What follows belongs to an exercise in optimizing a design on an open flow for small area, a short achievable clock period and few clock cycles per item; a production flow would make more cautious choices. In this exercise RTL edits were held to simulation tests only and were not proved equivalent to the original. Power is estimated from default activity; no workload was simulated.

==> run a <==
// peer_retry_backoff_scheduler_top
module peer_retry_backoff_scheduler_top (
  input  logic         clk,
  input  logic         rst,
  input  logic         s_tvalid,
  output logic         s_tready,
  input  logic [95:0]  s_tdata,
  input  logic [1:0]   s_tuser,
  output logic         m_tvalid,
  input  logic         m_tready,
  output logic [63:0]  m_tdata,
  output logic [1:0]   m_tuser,
  output logic         m_tlast,
  input  logic         cfg_valid,
  output logic         cfg_ready,
  input  logic [1:0]   cfg_index,
  input  logic [15:0]  cfg_data
);
  localparam int N = 8;
  logic [3:0]  retry_limit;
  logic [9:0]  backoff_base;
  logic [15:0] backoff_cap;
  logic [N-1:0] used, armed;
  logic [47:0]  mac [N];
  logic [7:0]   len [N];
  logic [3:0]   rem [N];
  logic [31:0]  due [N];
  logic        iv;
  logic [1:0]  iop;
  logic [47:0] imac;
  logic [7:0]  ilen;
  logic        izero, ilong, iok;
  logic [31:0] inow;
  logic [N-1:0] drain;
  logic         pv;
  logic [N-1:0] psel;
  logic [3:0]   pshift;
  logic         pcap;
  logic [31:0]  pnow;
  logic        ov;
  logic [1:0]  okind, oerr;
  logic [2:0]  oidx;
  logic [47:0] omac;
  logic [7:0]  olen;
  logic        olast;
  assign cfg_ready = 1'b1;
  assign m_tvalid  = ov;
  assign m_tdata   = {3'b000, olen, omac, oidx, oerr};
  assign m_tuser   = okind;
  assign m_tlast   = olast;
  wire out_free = !ov || m_tready;
  wire drain_busy = |drain;
  wire is_send = iv && iop == 2'd0;
  wire is_comp = iv && iop == 2'd1;
  wire is_tick = iv && iop == 2'd2;
  wire tick_wait = pv;
  wire run_pre   = !drain_busy && !(is_tick && tick_wait);
  wire need_out  = is_send || is_tick;
  wire run       = iv && run_pre && (!need_out || out_free);
  assign s_tready = !iv || (run_pre && (!need_out || !ov || m_tready));
  logic [N-1:0] hit, freev, due_ok, remz;
  logic [31:0]  lag [N];
  always_comb begin
  ...
==> flow/config.mk <==
export PLATFORM = sky130hd
export DESIGN_NAME = peer_retry_backoff_scheduler_top
export DESIGN_NICKNAME = peer_retry_backoff_scheduler_top
export VERILOG_FILES = /design/flow/design.v
export SDC_FILE = /design/flow/constraint.sdc
export NUM_CORES = 4
export LEC_CHECK = 0
export ABC_CLOCK_PERIOD_IN_PS = 3000
export CAP_MARGIN = 20
export CORE_MARGIN = 2
export CORE_UTILIZATION = 40
export SETUP_SLACK_MARGIN = 5
export SLEW_MARGIN = 20
==> flow/constraint.sdc <==
create_clock -name core_clock -period 10.0 [get_ports {clk}]
set_input_delay 2.0000 -clock core_clock [delete_from_list [all_inputs] [get_ports {clk}]]
set_output_delay 2.0000 -clock core_clock [all_outputs]
set_load 0.01 [all_outputs]
run.sh (not shown) runs the stock make flow with config.mk's settings and CLKGATE_MAP_FILE= SYNTH_SCRIPT=/design/flow/synth_recipe.tcl, a recipe that flattens the netlist after the stock synthesis.
==> run b (differences from run a) <==
--- a/flow/config.mk
+++ b/flow/config.mk
@@ -6,8 +6,6 @@
 export NUM_CORES = 4
 export LEC_CHECK = 0
-export ABC_CLOCK_PERIOD_IN_PS = 3000
 export CAP_MARGIN = 20
 export CORE_MARGIN = 2
 export CORE_UTILIZATION = 40
-export SETUP_SLACK_MARGIN = 5
 export SLEW_MARGIN = 20
==> comparison table <==
                                                                               run b                     run a
Clock Power                                                                0.00411 W                 0.00397 W
Longest individual stage delay on the worst path                             0.82 ns                   0.37 ns
R2R setup slack                                                              1.52 ns                   3.36 ns
Clock network power share                                                      44.0%                     42.4%
Final-layout clock buffer total                                                  138                       133
Clock Network Area Fraction                                                    6.51%                     5.72%
Maximum ir drop on the vdd rail                                             0.150 mV                  0.135 mV
Synth-to-Final Area Change                                                     15.2%                     25.7%
Met3 usage in global routing                                                   4.25%                     5.06%
Worst reg2reg path startpoint                                              pshift[1]                 pshift[0]
Total number of cells along the worst setup path                                  35                        37
Total via count after detailed routing                                         32.8k                     34.8k
Total Wirelength                                                           153000 um                 165000 um
Outcome                                                      complete, no violations   complete, no violations
Number of buffers created by CTS                                                 110                       108
Met2 wirelength from detailed routing                                       70700 um                  76300 um
Signal buffers                                                                   227                       544
Share of final layout cell area taken by non-clock buffers                     3.91%                     8.53%
Terminating pin of the worst hold path                                backoff_cap[1]            backoff_cap[3]
Cell mode on critical path                                  sky130_fd_sc_hd__a21oi_1  sky130_fd_sc_hd__a21oi_2
Testbench counts of run a, summed over its fixed seeds: cycles 10,336, items 8,000.
Testbench counts of run b, summed over its fixed seeds: cycles 10,336, items 8,000.

==> exp/cedar <==
peer_retry_backoff_scheduler_top, a different RTL version from the one above (not shown whole).
Design peer_retry_backoff_scheduler_top, start of the top module:
module peer_retry_backoff_scheduler_top (
  input  logic         clk,
  input  logic         rst,
  input  logic         s_tvalid,
  output logic         s_tready,
  input  logic [95:0]  s_tdata,
  input  logic [1:0]   s_tuser,
  output logic         m_tvalid,
  input  logic         m_tready,
  output logic [63:0]  m_tdata,
  output logic [1:0]   m_tuser,
  output logic         m_tlast,
  input  logic         cfg_valid,
  output logic         cfg_ready,
  input  logic [1:0]   cfg_index,
  input  logic [15:0]  cfg_data
);
  localparam int N = 8;
  logic [3:0]  retry_limit;
  logic [9:0]  backoff_base;
  logic [15:0] backoff_cap;
  logic [N-1:0] used, armed;
  logic [47:0]  mac [N];
  logic [7:0]   len [N];
  logic [3:0]   rem [N];
  logic [31:0]  due [N];
  logic         iv;
  logic [1:0]   iop;
  logic [47:0]  imac;
  logic [7:0]   ilen;
  logic         izero, ilong, iok;
  logic [31:0]  inow;
  logic [N-1:0] imatch;    
  logic         iprev;     
  logic         ialloc;    
  logic [N-1:0] drain;
  logic         pv;
  logic [N-1:0] psel;
  logic [3:0]   prem;      
  logic [31:0]  pnow;
  logic         ov;
  logic [1:0]   okind, oerr;
  logic [2:0]   oidx;
  ...
Settings: LEC_CHECK=0, CAP_MARGIN=20, CORE_MARGIN=2, CORE_UTILIZATION=40, CTS_CLUSTER_DIAMETER=60, CTS_CLUSTER_SIZE=20, SETUP_SLACK_MARGIN=5, SLEW_MARGIN=20; clock period 10.0 ns.
standard.sh (not shown) runs the stock make flow with config.mk's settings and CLKGATE_MAP_FILE= SYNTH_SCRIPT=/design/flow/synth_recipe.tcl, a recipe that flattens the netlist after the stock synthesis.
==> flow/flow/run.sh <==
#!/bin/bash
set -euo pipefail
sed 's/SETUP_SLACK_MARGIN=[0-9.]*/SETUP_SLACK_MARGIN=5.6/' standard.sh > standard_margin.sh
grep -q 'SETUP_SLACK_MARGIN=5.6' standard_margin.sh
bash standard_margin.sh > layout.log 2>&1
==> inputs of exp/maple, as changes to exp/cedar <==
--- a/flow/design.v
+++ b/flow/design.v
@@ -157,64 +157,69 @@
   logic         iv;
   logic [1:0]   iop;
   logic [47:0]  imac;
   logic [7:0]   ilen;
   logic         izero, ilong, iok;
   logic [31:0]  inow;
   logic [N-1:0] imatch;    
   logic         iprev;     
-  logic         ialloc;    
+  logic [N-1:0] ialloc;    
   logic [N-1:0] drain;
   logic         pv;
   logic [N-1:0] psel;
-  logic [3:0]   prem;      
+  logic [3:0]   pshift;
+  logic         pcap;
   logic [31:0]  pnow;
   logic         ov;
   logic [1:0]   okind, oerr;
   logic [2:0]   oidx;
   logic [47:0]  omac;
   logic [7:0]   olen;
   logic         olast;
+  logic [N-1:0] osel;
+  logic [47:0] tmac;
+  always_comb begin
+    tmac = '0;
+    for (int i = 0; i < N; i++) if (osel[i]) tmac = tmac | mac[i];
+  end
+  wire oretx = |osel;
   assign cfg_ready = 1'b1;
   assign m_tvalid  = ov;
-  assign m_tdata   = {3'b000, olen, omac, oidx, oerr};
+  assign m_tdata   = {3'b000, olen, oretx ? tmac : omac, oidx, oerr};
   assign m_tuser   = okind;
   assign m_tlast   = olast;
   wire drain_busy = |drain;
   wire out_free   = !ov || m_tready;
   wire is_send = iv && iop == 2'd0;
   wire is_comp = iv && iop == 2'd1;
   wire is_tick = iv && iop == 2'd2;
   wire run_pre  = !drain_busy && !(is_tick && pv);
   wire need_out = is_send || is_tick;
   wire run      = iv && run_pre && (!need_out || out_free);
-  logic rdy_a, rdy_b;
-  assign s_tready = rdy_a || (rdy_b && m_tready);
+  assign s_tready = !iv || run;
   wire take = s_tready && s_tvalid;
-  logic [24:0] base_l;
-  wire        pcap = prem > retry_limit;
-  wire [24:0] bv   = base_l >> prem;
+  wire [24:0] bv     = 25'(backoff_base) << pshift;
   logic       cap_ge_bv;
   prbs_ge #(16) u_ovf (.a(backoff_cap), .b(bv[15:0]), .ge(cap_ge_bv));
   wire use_cap = pcap || (|bv[24:16]) || !cap_ge_bv;
   logic [15:0] nd_b, nd_c, pnow_inc;
   logic        nd_bc, nd_cc;
   prbs_add #(16) u_nd_b   (.a(pnow[15:0]), .b(bv[15:0]),    .ci(1'b0), .s(nd_b), .co(nd_bc));
   prbs_add #(16) u_nd_c   (.a(pnow[15:0]), .b(backoff_cap), .ci(1'b0), .s(nd_c), .co(nd_cc));
   prbs_inc #(16) u_nd_inc (.a(pnow[31:16]), .s(pnow_inc));
   wire        nd_carry = use_cap ? nd_cc : nd_bc;
   wire [31:0] new_due  = {nd_carry ? pnow_inc : pnow[31:16], use_cap ? nd_c : nd_b};
   logic [N-1:0] hit, freev, due_ok, remz, ge_due;
   for (genvar i = 0; i < N; i++) begin : g_slot
     prbs_ge #(31) u_due (.a(inow[30:0]), .b(due[i][30:0]), .ge(ge_due[i]));
   end
   always_comb begin
     for (int i = 0; i < N; i++) begin
-      hit[i]    = used[i] && ((ialloc && (i == N-1 || !used[(i+1)%N])) ? iprev : imatch[i]);
+      hit[i]    = used[i] && (ialloc[i] ? iprev : imatch[i]);
       freev[i]  = !used[i];
       due_ok[i] = inow[31] ^ due[i][31] ^ ge_due[i];
       remz[i]   = (rem[i] == 4'd0);
     end
   end
   function automatic logic [N-1:0] lowest(input logic [N-1:0] v);
     logic seen;
     seen = 1'b0;
@@ -240,56 +245,45 @@
   wire [N-1:0] e1    = lowest(eset);                    
   wire [N-1:0] erest = eset & ~e1;
   wire drain_step = drain_busy && out_free;
   wire emit_now = drain_step || (tick_first && |t_emit);
   wire send_run  = run && is_send;
   wire send_wr   = send_run && send_ok;
   wire comp_run  = run && is_comp && any_hit;
   wire comp_fail = comp_run && !iok;
-  wire send_pre = is_send && !drain_busy && send_ok;
-  wire [N-1:0] alloc = (send_pre && !any_hit) ? free1 : '0;
+  wire [N-1:0] alloc = (send_wr && !any_hit) ? free1 : '0;
   wire [N-1:0] usel = (drain_busy || is_tick) ? e1 : hit;
-  wire comp_ctx = !drain_busy && !is_tick;
-  logic [3:0] cnext [N];
-  logic [3:0] rnext [N];
   logic [3:0] rsel;
+  logic [7:0] lsel;
   always_comb begin
-    rsel = '0;
+    rsel = '0; lsel = '0;
     for (int i = 0; i < N; i++) begin
-      cnext[i] = remz[i] ? retry_limit : rem[i];
-      rnext[i] = comp_ctx ? cnext[i] : drain_busy ? rem[i] : rem[i] - 4'd1;
-      if (usel[i]) rsel = rsel | rnext[i];
-    end
-  end
-  logic [7:0]  lsel;
-  logic [47:0] msel;
-  always_comb begin
-    lsel = '0;
-    msel = '0;
-    for (int i = 0; i < N; i++) if (e1[i]) begin
-      lsel = lsel | len[i];
-      msel = msel | mac[i];
+      if (usel[i]) rsel = rsel | rem[i];
+      if (e1[i])   lsel = lsel | len[i];
     end
   end
+  wire        comp_ctx = !drain_busy && !is_tick;
+  wire [3:0]  r_new    = comp_ctx ? ((rsel == 4'd0) ? retry_limit : rsel) : rsel - 4'd1;
+  wire [3:0]  ssel     = retry_limit - r_new;
+  wire        csel     = r_new > retry_limit;
   always_ff @(posedge clk) begin
     if (rst) begin
       retry_limit  <= 4'd5;
       backoff_base <= 10'd30;
       backoff_cap  <= 16'd500;
     end else if (cfg_valid) begin
       case (cfg_index)
         2'd0: retry_limit  <= cfg_data[3:0];
         2'd1: backoff_base <= cfg_data[9:0];
         2'd2: backoff_cap  <= cfg_data[15:0];
         default: ;
       endcase
     end
   end
-  always_ff @(posedge clk) base_l <= 25'(backoff_base) << retry_limit;
   logic [N-1:0] smatch;
   always_comb begin
     for (int i = 0; i < N; i++) smatch[i] = (mac[i] == s_tdata[47:0]);
   end
   always_ff @(posedge clk) begin
     if (rst) iv <= 1'b0;
     else if (s_tready) iv <= s_tvalid;
     if (take) begin
@@ -297,80 +291,67 @@
       imac   <= s_tdata[47:0];
       ilen   <= s_tdata[55:48];
       izero  <= (s_tdata[57:48] == 10'd0);
       ilong  <= (s_tdata[57:48] > 10'd250);
       iok    <= s_tdata[58];
       inow   <= s_tdata[90:59];
       imatch <= smatch;
       iprev  <= (imac == s_tdata[47:0]);
-      ialloc <= |alloc;
+      ialloc <= alloc;
     end
   end
   always_ff @(posedge clk) begin
     for (int i = 0; i < N; i++) begin
       if (rst) begin
         used[i]  <= 1'b0;
         armed[i] <= 1'b0;
       end else begin
         if (send_wr && wsel[i]) begin
           used[i]  <= 1'b1;
           armed[i] <= 1'b0;
         end
         if (comp_run && hit[i]) armed[i] <= !iok;
         if (tick_first && t_disarm[i]) armed[i] <= 1'b0;
       end
       if (alloc[i]) mac[i] <= imac;
-      if (send_pre && wsel[i]) len[i] <= ilen;
-      if ((send_pre && wsel[i]) || (comp_run && hit[i] && iok)) rem[i] <= 4'd0;
-      else if (comp_fail && hit[i]) rem[i] <= cnext[i];
-      else if (tick_first && t_emit[i]) rem[i] <= rem[i] - 4'd1;
+      if (send_wr && wsel[i]) len[i] <= ilen;
+      if ((send_wr && wsel[i]) || (comp_run && hit[i] && iok)) rem[i] <= 4'd0;
+      else if (comp_fail && hit[i]) rem[i] <= remz[i] ? retry_limit : rem[i];
+      else if (emit_now && e1[i]) rem[i] <= rem[i] - 4'd1;
       if (pv && psel[i]) due[i] <= new_due;
     end
   end
   always_ff @(posedge clk) begin
     if (rst) begin
       drain <= '0;
       pv    <= 1'b0;
     end else begin
       if (tick_first || drain_step) drain <= erest;
       pv <= comp_fail || emit_now;
     end
-    psel <= usel;
-    prem <= rsel;
+    psel   <= usel;
+    pshift <= ssel;
+    pcap   <= csel;
     if (run) pnow <= inow;
   end
-  wire [N-1:0] drain_n = (tick_first || drain_step) ? erest : drain;
-  wire         iv_n    = s_tready ? s_tvalid : iv;
-  wire [1:0]   iop_n   = take ? s_tuser : iop;
-  wire         pv_n    = comp_fail || emit_now;
-  wire         ov_n    = (emit_now || send_run) || (ov && !m_tready);
-  wire         pre_n   = !(|drain_n) && !(iop_n == 2'd2 && pv_n);
-  always_ff @(posedge clk) begin
-    if (rst) begin
-      rdy_a <= 1'b1;
-      rdy_b <= 1'b0;
-    end else begin
-      rdy_a <= !iv_n || (pre_n && (!(iop_n == 2'd0 || iop_n == 2'd2) || !ov_n));
-      rdy_b <= pre_n;
-    end
-  end
   always_ff @(posedge clk) begin
     if (rst) ov <= 1'b0;
     else if (emit_now || send_run) ov <= 1'b1;
     else if (m_tready) ov <= 1'b0;
     if (emit_now) begin
       okind <= 2'd1;
       oerr  <= 2'd0;
       oidx  <= enc(e1);
       olen  <= lsel;
-      omac  <= msel;
-      olast <= drain_busy ? (erest == '0) : ((t_emit & (t_emit - N'(1))) == '0);
+      olast <= (erest == '0);
+      osel  <= e1;
     end else if (send_run) begin
       okind <= send_ok ? 2'd0 : 2'd2;
       oerr  <= send_err;
       oidx  <= send_ok ? enc(wsel) : 3'd0;
       omac  <= imac;
       olen  <= send_ok ? ilen : 8'd0;
       olast <= 1'b1;
+      osel  <= '0;
     end
   end
 endmodule
==> flow/run.sh (new file) <==
#!/bin/bash
# synth_recipe.tcl (not shown) runs the flow's synth.tcl, then flattens the netlist and writes it again
# the make line also repeats each setting of config.mk as NAME=value (left out here)
make -C /OpenROAD-flow-scripts/flow DESIGN_CONFIG=/design/flow/config.mk WORK_HOME=/design/flow/orfs CLKGATE_MAP_FILE= SYNTH_SCRIPT=/design/flow/synth_recipe.tcl finish
==> flow/config.mk (replaced) <==
export PLATFORM = sky130hd
export DESIGN_NAME = peer_retry_backoff_scheduler_top
export DESIGN_NICKNAME = peer_retry_backoff_scheduler_top
export VERILOG_FILES = /design/flow/design.v
export SDC_FILE = /design/flow/constraint.sdc
export NUM_CORES = 4
export LEC_CHECK = 0
export CAP_MARGIN = 20
export CORE_MARGIN = 2
export CORE_UTILIZATION = 40
export SETUP_SLACK_MARGIN = 5
export SLEW_MARGIN = 20
removed: flow/flow/run.sh
removed: flow/standard.sh
==> impl_metrics.json <==
{
  "taps": 1662,
  "nFillCells": 11100,
  "crit_chain": "clkdlybuf4s50_1 > xor2_1 > nor4_1 > nand4_1 > nor3_1",
  "design_area_um2": 61900,
  "min_to": "rem[2][0]",
  "status": "complete, no violations",
  "synth_commonest_cells": "897 x edfxtp_1, 451 x xor2_1, 294 x nor2_1",
  "fin_crit_ns": 4.47,
  "start_kind": "input pin"
}
Source of the figures above: exp/cedar

==> impl_metrics.json <==
{
  "start_kind": "flip-flop",
  "nFillCells": 10800,
  "synth_commonest_cells": "914 x edfxtp_1, 451 x xor2_1, 216 x nor2_1",
  "min_to": "okind[0]",
  "status": "complete, no violations"
}
Source of the figures above: exp/maple

Testbench counts of exp/cedar, summed over its fixed seeds: cycles 10,336, items 8,000.
Testbench counts of exp/maple, summed over its fixed seeds: cycles 10,336, items 8,000.

static timing again, ports no longer ideal:
In the flow no input, the clock included, has a driving cell. The finished layouts below were timed again as built, in two steps. Step 1, drivers: a clkbuf_16 drives clk and a buf_2 each remaining input, both assumed. Step 2 moves the port delays by t, midway between the first and last clock arrival at a register: inputs arrive t later, outputs are due t later. That takes back most of the time a late clock gives input paths. Slacks: ideal ports / drivers / drivers and shift; pairs: ideal ports / drivers.
run	t, ns	setup slack, ns	slew at the worst register clock pin (ns)	worst slew at a driven data input, ns
run a	0.783	3.361 / 3.361 / 3.361	0.07 / 0.07	0.10
run b	0.783	1.522 / 1.522 / 1.522	0.07 / 0.07	0.16
exp/cedar	0.776	5.532 / 5.495 / 4.802	0.09 / 0.09	0.19
exp/maple	0.786	4.632 / 4.632 / 4.563	0.07 / 0.07	0.15
After both steps every run listed still meets setup and hold. For exp/cedar, which loses most, drivers alone change the setup slack by -0.037 ns; drivers and shift together by -0.730 ns.
